This is an optimization exercise on Yosys and OpenROAD, whose aim is a short achievable clock period and few clock cycles, not a production implementation.
In this exercise RTL edits were held to simulation tests only and were not proved equivalent to the original.
No activity file was given, so power comes from the tool's default toggle rates.

==> flow/design.v <==
`default_nettype none
package armIsaPkg;
    typedef logic [3:0] regIdxT;
    typedef enum logic [3:0] {
        EQ = 4'b0000,
        NE = 4'b0001,
        CS = 4'b0010,
        CC = 4'b0011,
        MI = 4'b0100,
        PL = 4'b0101,
        VS = 4'b0110,
        VC = 4'b0111,
        HI = 4'b1000,
        LS = 4'b1001,
        GE = 4'b1010,
        LT = 4'b1011,
        GT = 4'b1100,
        LE = 4'b1101,
        AL = 4'b1110
    } condT;
    typedef enum logic [3:0] {
        dpAnd = 4'b0000,
        dpSub = 4'b0010,
        dpAdd = 4'b0100,
        dpCmp = 4'b1010,
        dpOrr = 4'b1100
    } dpOpT;
    typedef enum logic [1:0] {
        classDp     = 2'b00,
        classMem    = 2'b01,
        classBranch = 2'b10
    } instrClassT;
    localparam regIdxT pcRegIdx = 4'd15;
endpackage
`default_nettype wire
`default_nettype none
package armPipePkg;
    typedef logic [31:0] wordT;
    typedef enum logic [1:0] {
        aluAdd = 2'b00,
        aluSub = 2'b01,
        aluAnd = 2'b10,
        aluOr  = 2'b11
    } aluCtrlT;
    typedef enum logic [1:0] {
        fwdReg = 2'b00,
        fwdWb  = 2'b01,
        fwdMem = 2'b10
    } fwdSelT;
    typedef logic [3:0] flagsT;
    localparam wordT resetPc = 32'h0000_0000;
    localparam wordT pcStep = 32'd4;
endpackage
`default_nettype wire
`timescale 1ns/1ps
`default_nettype none
module armDecoder (
    input  wire armPipePkg::wordT    instr,
    output armIsaPkg::condT          cond,
    output armPipePkg::aluCtrlT      aluCtrl,
    output logic                     regWrite,
    output logic                     memWrite,
    output logic                     memToReg,
    output logic                     aluSrcImm,
    output logic                     isBranch,
    output logic                     flagWrite,
    output logic                     noWrite,
    output armIsaPkg::regIdxT        ra1,
    output armIsaPkg::regIdxT        ra2,
    output armIsaPkg::regIdxT        wa3,
    output armPipePkg::wordT         extImm
);
    armIsaPkg::instrClassT instrClass;
    armIsaPkg::dpOpT dpOp;
    logic isLoad;
    assign cond = armIsaPkg::condT'(instr[31:28]);
    assign instrClass = armIsaPkg::instrClassT'(instr[27:26]);
    assign dpOp = armIsaPkg::dpOpT'(instr[24:21]);
    assign isLoad = instr[20];
    always_comb begin
        aluCtrl = armPipePkg::aluAdd;
        regWrite = 1'b0;
        memWrite = 1'b0;
        memToReg = 1'b0;
        aluSrcImm = 1'b0;
        isBranch = 1'b0;
        flagWrite = 1'b0;
        noWrite = 1'b0;
        ra1 = instr[19:16];
        ra2 = instr[3:0];
        wa3 = instr[15:12];
        extImm = {24'b0, instr[7:0]};
        case (instrClass)
            armIsaPkg::classDp: begin
                aluSrcImm = instr[25];
                flagWrite = instr[20];
                regWrite = 1'b1;
                case (dpOp)
                    armIsaPkg::dpAnd: aluCtrl = armPipePkg::aluAnd;
                    armIsaPkg::dpSub: aluCtrl = armPipePkg::aluSub;
                    armIsaPkg::dpAdd: aluCtrl = armPipePkg::aluAdd;
                    armIsaPkg::dpOrr: aluCtrl = armPipePkg::aluOr;
                    armIsaPkg::dpCmp: begin
                        aluCtrl = armPipePkg::aluSub;
                        noWrite = 1'b1;
                        flagWrite = 1'b1;
                    end
                    default: begin
                        regWrite = 1'b0;
                        flagWrite = 1'b0;
                    end
                endcase
            end
            armIsaPkg::classMem: begin
                aluSrcImm = 1'b1;
                extImm = {20'b0, instr[11:0]};
                aluCtrl = instr[23] ? armPipePkg::aluAdd : armPipePkg::aluSub;
                regWrite = isLoad;
                memToReg = isLoad;
                memWrite = ~isLoad;
                ra2 = instr[15:12];
            end
            armIsaPkg::classBranch: begin
                aluSrcImm = 1'b1;
                isBranch = 1'b1;
                ra1 = armIsaPkg::pcRegIdx;
                extImm = {{6{instr[23]}}, instr[23:0], 2'b00};
            end
            default: begin
                regWrite = 1'b0;
            end
        endcase
    end
endmodule
`default_nettype wire
`timescale 1ns/1ps
`default_nettype none
module armRegFile (
    input  wire                      CLK,
    input  wire                      we,
    input  wire armIsaPkg::regIdxT   wa,
    input  wire armPipePkg::wordT    wd,
    input  wire armIsaPkg::regIdxT   ra1,
    input  wire armIsaPkg::regIdxT   ra2,
    input  wire armPipePkg::wordT    pcPlus8,
    output armPipePkg::wordT         rd1,
    output armPipePkg::wordT         rd2
);
    armPipePkg::wordT regs [0:14];
    always_ff @(negedge CLK) begin
        if (we && wa != armIsaPkg::pcRegIdx) begin
            regs[wa] <= wd;
        end
    end
    assign rd1 = (ra1 == armIsaPkg::pcRegIdx) ? pcPlus8 : regs[ra1];
    assign rd2 = (ra2 == armIsaPkg::pcRegIdx) ? pcPlus8 : regs[ra2];
endmodule
`default_nettype wire
`timescale 1ns/1ps
`default_nettype none
module armExecute (
    input  wire                        CLK,
    input  wire                        Reset,
    input  wire                        hold,
    input  wire armPipePkg::wordT      srcA,
    input  wire armPipePkg::wordT      srcB,
    input  wire armPipePkg::aluCtrlT   aluCtrl,
    input  wire armIsaPkg::condT       cond,
    input  wire                        regWriteIn,
    input  wire                        memWriteIn,
    input  wire                        isBranchIn,
    input  wire                        flagWriteIn,
    input  wire                        noWriteIn,
    output armPipePkg::wordT           aluResult,
    output logic                       regWrite,
    output logic                       memWrite,
    output logic                       branchTaken
);
    armPipePkg::flagsT flags;
    armPipePkg::flagsT aluFlags;
    logic [32:0] sum;
    logic isSub;
    logic isArith;
    logic condPass;
    logic n, z, c, v;
    assign isSub = (aluCtrl == armPipePkg::aluSub);
    assign isArith = isSub || (aluCtrl == armPipePkg::aluAdd);
    assign sum = {1'b0, srcA} + {1'b0, isSub ? ~srcB : srcB} + {32'b0, isSub};
    always_comb begin
        case (aluCtrl)
            armPipePkg::aluAnd: aluResult = srcA & srcB;
            armPipePkg::aluOr:  aluResult = srcA | srcB;
            default:            aluResult = sum[31:0];
        endcase
    end
    assign aluFlags[3] = aluResult[31];
    assign aluFlags[2] = (aluResult == '0);
    assign aluFlags[1] = isArith ? sum[32] : flags[1];
    assign aluFlags[0] = isArith ? (~(srcA[31] ^ srcB[31] ^ isSub) & (srcA[31] ^ sum[31]))
                                 : flags[0];
    assign {n, z, c, v} = flags;
    always_comb begin
        case (cond)
            armIsaPkg::EQ: condPass = z;
            armIsaPkg::NE: condPass = ~z;
            armIsaPkg::CS: condPass = c;
            armIsaPkg::CC: condPass = ~c;
            armIsaPkg::MI: condPass = n;
            armIsaPkg::PL: condPass = ~n;
            armIsaPkg::VS: condPass = v;
            armIsaPkg::VC: condPass = ~v;
            armIsaPkg::HI: condPass = c & ~z;
            armIsaPkg::LS: condPass = ~c | z;
            armIsaPkg::GE: condPass = (n == v);
            armIsaPkg::LT: condPass = (n != v);
            armIsaPkg::GT: condPass = ~z & (n == v);
            armIsaPkg::LE: condPass = z | (n != v);
            armIsaPkg::AL: condPass = 1'b1;
            default:       condPass = 1'b0;
        endcase
    end
    always_ff @(posedge CLK or posedge Reset) begin
        if (Reset) begin
            flags <= '0;
        end else if (flagWriteIn && condPass && !hold) begin
            flags <= aluFlags;
        end
    end
    assign regWrite = regWriteIn & condPass & ~noWriteIn;
    assign memWrite = memWriteIn & condPass;
    assign branchTaken = isBranchIn & condPass;
endmodule
`default_nettype wire
`timescale 1ns/1ps
`default_nettype none
module armHazard (
    input  wire armIsaPkg::regIdxT   ra1E,
    input  wire armIsaPkg::regIdxT   ra2E,
    input  wire armIsaPkg::regIdxT   wa3M,
    input  wire armIsaPkg::regIdxT   wa3W,
    input  wire armIsaPkg::regIdxT   ra1D,
    input  wire armIsaPkg::regIdxT   ra2D,
    input  wire armIsaPkg::regIdxT   wa3E,
    input  wire                      regWriteM,
    input  wire                      regWriteW,
    input  wire                      memToRegE,
    input  wire                      cpuValidM,
    input  wire                      cacheReady,
    input  wire                      branchTaken,
    output armPipePkg::fwdSelT       fwdA,
    output armPipePkg::fwdSelT       fwdB,
    output logic                     stallF,
    output logic                     stallD,
    output logic                     stallM,
    output logic                     flushD,
    output logic                     flushE
);
    logic ldStall;
    logic memStall;
    function automatic armPipePkg::fwdSelT pickSrc(
        armIsaPkg::regIdxT ra, armIsaPkg::regIdxT waM, armIsaPkg::regIdxT waW,
        logic weM, logic weW
    );
        if (ra == armIsaPkg::pcRegIdx) begin
            pickSrc = armPipePkg::fwdReg;
        end else if (weM && waM == ra) begin
            pickSrc = armPipePkg::fwdMem;
        end else if (weW && waW == ra) begin
            pickSrc = armPipePkg::fwdWb;
        end else begin
            pickSrc = armPipePkg::fwdReg;
        end
    endfunction
    assign fwdA = pickSrc(ra1E, wa3M, wa3W, regWriteM, regWriteW);
    assign fwdB = pickSrc(ra2E, wa3M, wa3W, regWriteM, regWriteW);
    assign ldStall = memToRegE && (wa3E == ra1D || wa3E == ra2D);
    assign memStall = cpuValidM && !cacheReady;
    assign stallM = memStall;
    assign stallF = memStall | ldStall;
    assign stallD = memStall | ldStall;
    assign flushD = ~memStall & branchTaken;
    assign flushE = ~memStall & (ldStall | branchTaken);
endmodule
`default_nettype wire
`timescale 1ns/1ps
`default_nettype none
module armCore (
    input  wire                      CLK,
    input  wire                      Reset,
    input  wire armPipePkg::wordT    instr,
    input  wire armPipePkg::wordT    readData,
    input  wire                      cacheReady,
    output armPipePkg::wordT         pc,
    output armPipePkg::wordT         aluResult,
    output armPipePkg::wordT         writeData,
    output logic                     cpuValid,
    output logic                     cpuOp
);
    armPipePkg::wordT instrD;
    logic validD;
    armIsaPkg::condT condD;
    armPipePkg::aluCtrlT aluCtrlD;
    logic regWriteD, memWriteD, memToRegD, aluSrcImmD, isBranchD, flagWriteD, noWriteD;
    armIsaPkg::regIdxT ra1D, ra2D, wa3D;
    armPipePkg::wordT extImmD, rd1D, rd2D;
    armIsaPkg::condT condE;
    armPipePkg::aluCtrlT aluCtrlE;
    logic regWriteE, memWriteE, memToRegE, aluSrcImmE, isBranchE, flagWriteE, noWriteE;
    armIsaPkg::regIdxT ra1E, ra2E, wa3E;
    armPipePkg::wordT extImmE, rd1E, rd2E;
    armPipePkg::wordT srcAE, writeDataE, srcBE, aluResultE;
    logic regWriteQE, memWriteQE, branchTaken;
    logic regWriteM, memWriteM, memToRegM;
    armIsaPkg::regIdxT wa3M, wa3W;
    armPipePkg::wordT aluResultM, writeDataM, aluResultW, readDataW, resultW;
    logic regWriteW, memToRegW;
    armPipePkg::fwdSelT fwdA, fwdB;
    logic stallF, stallD, stallM, flushD, flushE;
    function automatic armPipePkg::wordT fwdMux(
        armPipePkg::fwdSelT sel, armPipePkg::wordT regVal,
        armPipePkg::wordT memVal, armPipePkg::wordT wbVal
    );
        case (sel)
            armPipePkg::fwdMem: fwdMux = memVal;
            armPipePkg::fwdWb:  fwdMux = wbVal;
            default:            fwdMux = regVal;
        endcase
    endfunction
    always_ff @(posedge CLK or posedge Reset) begin
        if (Reset) begin
            pc <= armPipePkg::resetPc;
        end else if (!stallF) begin
            pc <= branchTaken ? aluResultE : pc + armPipePkg::pcStep;
        end
    end
    always_ff @(posedge CLK or posedge Reset) begin
        if (Reset) begin
            validD <= 1'b0;
        end else if (!stallD) begin
            validD <= ~flushD;
            instrD <= instr;
        end
    end
    armDecoder decoder (
        .instr(instrD), .cond(condD), .aluCtrl(aluCtrlD),
        .regWrite(regWriteD), .memWrite(memWriteD), .memToReg(memToRegD),
        .aluSrcImm(aluSrcImmD), .isBranch(isBranchD), .flagWrite(flagWriteD),
        .noWrite(noWriteD), .ra1(ra1D), .ra2(ra2D), .wa3(wa3D), .extImm(extImmD)
    );
    armRegFile regFile (
        .CLK(CLK), .we(regWriteW), .wa(wa3W), .wd(resultW),
        .ra1(ra1D), .ra2(ra2D), .pcPlus8(pc + armPipePkg::pcStep),
        .rd1(rd1D), .rd2(rd2D)
    );
    always_ff @(posedge CLK or posedge Reset) begin
        if (Reset) begin
            regWriteE <= 1'b0;
            memWriteE <= 1'b0;
            memToRegE <= 1'b0;
            isBranchE <= 1'b0;
            flagWriteE <= 1'b0;
        end else if (stallM) begin
            rd1E <= srcAE;
            rd2E <= writeDataE;
        end else if (flushE || !validD) begin
            regWriteE <= 1'b0;
            memWriteE <= 1'b0;
            memToRegE <= 1'b0;
            isBranchE <= 1'b0;
            flagWriteE <= 1'b0;
        end else begin
            regWriteE <= regWriteD;
            memWriteE <= memWriteD;
            memToRegE <= memToRegD;
            isBranchE <= isBranchD;
            flagWriteE <= flagWriteD;
            condE <= condD;
            aluCtrlE <= aluCtrlD;
            aluSrcImmE <= aluSrcImmD;
            noWriteE <= noWriteD;
            ra1E <= ra1D;
            ra2E <= ra2D;
            wa3E <= wa3D;
            rd1E <= rd1D;
            rd2E <= rd2D;
            extImmE <= extImmD;
        end
    end
    assign srcAE = fwdMux(fwdA, rd1E, aluResultM, resultW);
    assign writeDataE = fwdMux(fwdB, rd2E, aluResultM, resultW);
    assign srcBE = aluSrcImmE ? extImmE : writeDataE;
    armExecute execute (
        .CLK(CLK), .Reset(Reset), .hold(stallM),
        .srcA(srcAE), .srcB(srcBE), .aluCtrl(aluCtrlE), .cond(condE),
        .regWriteIn(regWriteE), .memWriteIn(memWriteE), .isBranchIn(isBranchE),
        .flagWriteIn(flagWriteE), .noWriteIn(noWriteE),
        .aluResult(aluResultE), .regWrite(regWriteQE), .memWrite(memWriteQE),
        .branchTaken(branchTaken)
    );
    always_ff @(posedge CLK or posedge Reset) begin
        if (Reset) begin
            regWriteM <= 1'b0;
            memWriteM <= 1'b0;
            memToRegM <= 1'b0;
        end else if (!stallM) begin
            regWriteM <= regWriteQE;
            memWriteM <= memWriteQE;
            memToRegM <= memToRegE & regWriteQE;
            aluResultM <= aluResultE;
            writeDataM <= writeDataE;
            wa3M <= wa3E;
        end
    end
    assign cpuValid = memWriteM | memToRegM;
    assign cpuOp = ~memWriteM;
    assign aluResult = aluResultM;
    assign writeData = writeDataM;
    always_ff @(posedge CLK or posedge Reset) begin
        if (Reset) begin
            regWriteW <= 1'b0;
            memToRegW <= 1'b0;
        end else if (stallM) begin
            regWriteW <= 1'b0;
            memToRegW <= 1'b0;
        end else begin
            regWriteW <= regWriteM;
            memToRegW <= memToRegM;
            aluResultW <= aluResultM;
            readDataW <= readData;
            wa3W <= wa3M;
        end
    end
    assign resultW = memToRegW ? readDataW : aluResultW;
    armHazard hazard (
        .ra1E(ra1E), .ra2E(ra2E), .wa3M(wa3M), .wa3W(wa3W),
        .ra1D(ra1D), .ra2D(ra2D), .wa3E(wa3E),
        .regWriteM(regWriteM), .regWriteW(regWriteW), .memToRegE(memToRegE),
        .cpuValidM(cpuValid), .cacheReady(cacheReady), .branchTaken(branchTaken),
        .fwdA(fwdA), .fwdB(fwdB), .stallF(stallF), .stallD(stallD),
        .stallM(stallM), .flushD(flushD), .flushE(flushE)
    );
endmodule
`default_nettype wire
==> flow/run.sh <==
#!/bin/bash
# synth_recipe.tcl (not shown) runs the flow's synth.tcl, then flattens the netlist and writes it again
# the make line also repeats each setting of config.mk as NAME=value (left out here)
make -C /OpenROAD-flow-scripts/flow DESIGN_CONFIG=/design/flow/config.mk WORK_HOME=/design/flow/orfs CLKGATE_MAP_FILE= SYNTH_SCRIPT=/design/flow/synth_recipe.tcl finish
==> flow/config.mk <==
export PLATFORM = sky130hd
export DESIGN_NAME = armCore
export DESIGN_NICKNAME = armCore
export VERILOG_FILES = /design/flow/design.v
export SDC_FILE = /design/flow/constraint.sdc
export NUM_CORES = 4
export LEC_CHECK = 0
export CAP_MARGIN = 20
export CORE_MARGIN = 2
export CORE_UTILIZATION = 40
export SLEW_MARGIN = 20
==> flow/constraint.sdc <==
create_clock -name core_clock -period 6.0 [get_ports {CLK}]
set_input_delay 1.2000 -clock core_clock [delete_from_list [all_inputs] [get_ports {CLK}]]
set_output_delay 1.2000 -clock core_clock [all_outputs]
set_load 0.01 [all_outputs]
==> run notes <==
-- critical path, cell delays in order (launching register included) --
cell	delay, ps
edfxtp_1	440
a222oi_1	460
nor4b_4	330
nand2_1	160
ha_2	360
or2_1	340
a221oi_2	330
or2_2	190
a21oi_1	80
fa_1	470
nand2b_1	210
a21oi_2	250
buf_4	180
o21ai_0	170
o311ai_1	190
o2111ai_1	180
nor4_1	360
buf_4	180
nand4b_1	130
nor4bb_2	400
o2111ai_1	160
o21ai_0	110
-- cell families (layout without fill, tap and decap cells) --
| group | after synthesis | in the layout | share of synthesized area (%) |
|---|---|---|---|
| compound gates | 970 | 970 | 16.3 |
| xor+xnor | 93 | 93 | 1.99 |
| fa+ha+maj | 63 | 63 | 1.83 |
| buf+inv | 359 | 1039 | 3.35 |
| flops | 805 | 805 | 58.5 |
| mux | 235 | 235 | 6.65 |
| other cells | 0 | 3 | 0 |
| simple gates | 1047 | 1047 | 11.4 |
-- worst paths after layout --
| kind | end | slack, ps | from |
|---|---|---|---|
| max in group asynchronous | pc[29] | 4150 | Reset |
| min in group asynchronous | memToRegM | 930 | Reset |
| hold reg to reg | condE[0] | 420 | instrD[28] |
| setup reg to reg | execute.flags[2] | 210 | wa3M[0] |
| setup / recovery | execute.flags[2] | 210 | wa3M[0] |
| hold / removal | condE[0] | 420 | instrD[28] |
-- power breakdown --
group	switching, W	total, W	internal, W
clock network	0.00321	0.00699	0.00378
logic	0.00579	0.00907	0.00328
registers	0.000828	0.00832	0.00750
total	0.00983	0.0244	0.0146
-- cell type report --
class	count	area [um2]
Multi-Input combinational cell	2408	16000
Antenna cell	3	7.51
Tap cell	1368	1710
Inverter	84	320
Timing Repair Buffer	314	3080
Clock inverter	542	2470
Fill cell	9240	51700
Clock buffer	99	2390
Sequential cell	805	23900
-- layer usage --
| metal | vias to the layer above | share of wire, % | GRT usage [%] |
|---|---|---|---|
| met1 | 17000 | 41 | 38.1 |
| met4 | 2 | 4.6 | 13.9 |
| met3 | 344 | 10 | 6.81 |
| li1 | 15000 | - | - |
| met5 | - | 0.0047 | 0 |
| met2 | 1981 | 45 | 41.9 |
-- metrics by stage --
step,hold slack (ps),setup TNS [ps],worst slack (ps)
6_report,420,0,214
5_1_grt,426,-54.1,-54.1
4_1_cts,422,0,68.4
3_5_place_dp,406,0,101
3_3_place_gp,401,0,234
2_1_floorplan,400,0,11.0
-- flip-flops by register name, indices dropped and copies added (netlist names), 2 cells and up --
signal         count
regFile.regs     480
aluResultM        32
aluResultW        32
instrD            32
pc                32
rd1E              32
rd2E              32
readDataW         32
writeDataM        32
extImmE           26
condE              4
execute.flags      4
ra1E               4
ra2E               4
wa3E               4
wa3M               4
wa3W               4
aluCtrlE           2
-- cells in the mapped netlist, types with 46 or more instances --
master	n
a22oi_1	54
edfxtp_1	758
o221ai_1	111
a311oi_1	58
a21oi_1	127
mux2i_1	149
o21ai_0	263
inv_1	79
nand3_1	157
mux2_2	62
a31oi_1	79
nand2_1	539
xnor2_1	72
dfrtp_1	47
clkbuf_1	233
nor2_1	148
a221oi_1	46
==> results list <==
- The run finished with no timing, DRC or antenna violations.
* Routed wire length: 149000 um
- In this run the number of H-tree levels came out at 3.
* Total Power: 0.0244 W
- Synth area leaders: edfxtp_1, nand2_1, mux2i_1
- Detailed-routing iteration count for the pre-antenna-repair pass: 6
- In this run the vertical extent of the chip is roughly 320 um.
- The netlist uses 88 different library cells.
* Number of vias per cell: 6.11
- The first global-routing pass estimated 217000 um of wire.
- Half-perimeter wire length after placement: 95900 um
- Placeable Area: 0.102 mm2
* Die Width: 324 um
- Most used DFF post-synth: edfxtp_1
* Transition time of the tightest slew-check pin: 1130 ps
- Most frequent cells in the layout: edfxtp_1, inv_1, nand2_1
- Buffers added to address setup during post-CTS repair amount to 0.
- TritonCTS clock tree: built
- Across every metal layer, demand over resource in global routing totals roughly 28%.
* Number of clock sinks: 805
- Counting tap cells, the placed design contains a total of 4980 instances.
- Kind of capture point of the worst setup path: flip-flop
- The number of clock buffers added by TritonCTS is 88.
* Worst endpoint data arrival time: roughly 6400 ps
* Sequential share of the synthesized area: roughly three fifths
* Initial antenna violation count: 2
* Std-Cell Rows: between 100 and 150
- Post-synthesis average cell area: 11.5 um2
- Maximum clock path buffer count: 3
* Count of final max-slew check failures: 0
* Clock tree skew after final layout: 43.0 ps
- The cell sitting at the root of the clock tree is a clkbuf_16.
* Number of buffers inserted for hold repair after clock tree synthesis: 0
- Cell Area, Synth: 0.0409 mm2
- Clk slew on worst S/H paths: 70 ps
- Remaining antenna violation count after routing: 0
- The final layout contains 4292 nets.
- The later pin in the worst-skew pair is clocked with a latency of around 700 ps.
- Top cell type's share of synthesized area: 55.6%
- Non-filler cells in the finished layout: between 5000 and 6000
* Initial core utilization: 40.3%
- After synthesis the netlist holds a flip-flop and latch count of 805.
- Timing would allow up to about 170 MHz.
* Post-layout instance area: 0.0499 mm2
- # Max-Cap Violations: 0
- The number of nets in the synthesized netlist is 3683.
- Relative to the synthesized area, the layout overhead comes to 22.1%.
- Buffers on Ports: approximately 160
- Post-CTS repair changed the size of 0 cells.
- Gate Count Post-Synth: 3572
- Of all flip-flops after synthesis, the portion carrying an async set or reset was 5.84%.
* Leftover overflow at the end of global routing: 0
- Power spread over the standard cell area amounts to 488 mW/mm2.
- Ratio of cells with drive above 1 in the final layout: 11.0%
* Portion of the clock cycle consumed by the worst path in the final layout: 96.4%
* Path type of the worst min-delay path: reg2reg
- The worst hold path was traced through 0 stages.
- Worst relative slew slack: 24.4%
- Pleak: between 15 and 20 nW
- Instance area after placement: ~0.045 mm2
* Critical path type: reg2reg
* Pin count of the biggest net entering global routing: approximately 120
- Violation count after the first detailed-route iteration: 4588
- Minimum clock period after layout: 5790 ps
* Share of the core filled with cells: 49.2%
- Setup violations remaining at the end of the flow were counted as 0.
- The via count of the first global-routing pass is ~34000.
- Critical path required time: approximately 6600 ps
- Critical Path Fanout Max: 5
- The library cell used most frequently in the layout, excluding fill and tap cells, is edfxtp_1.
- Peak ir drop on the vdd network: 286 uV
- The number of hold violations in the final report is 0.
- Routed length per placed instance: roughly 26 um
- Measured in cells, the most critical reg-to-reg path has a length of 21.
* Final RePlAce weighted congestion: ~0.98
- The final route contains 34300 vias.
* CP Launch Type: flip-flop
- Full die area: 0.105 mm2
* Post-synth EDFFs: 758
* Yosys warning total: 5
- For this run, design rule violations remaining after detail routing come to 0.
- Cell type with the largest total area after synthesis: edfxtp_1
- Count of boundary I/O pins: 165
Testbench counts, summed over its fixed seeds: cycles 28,499.
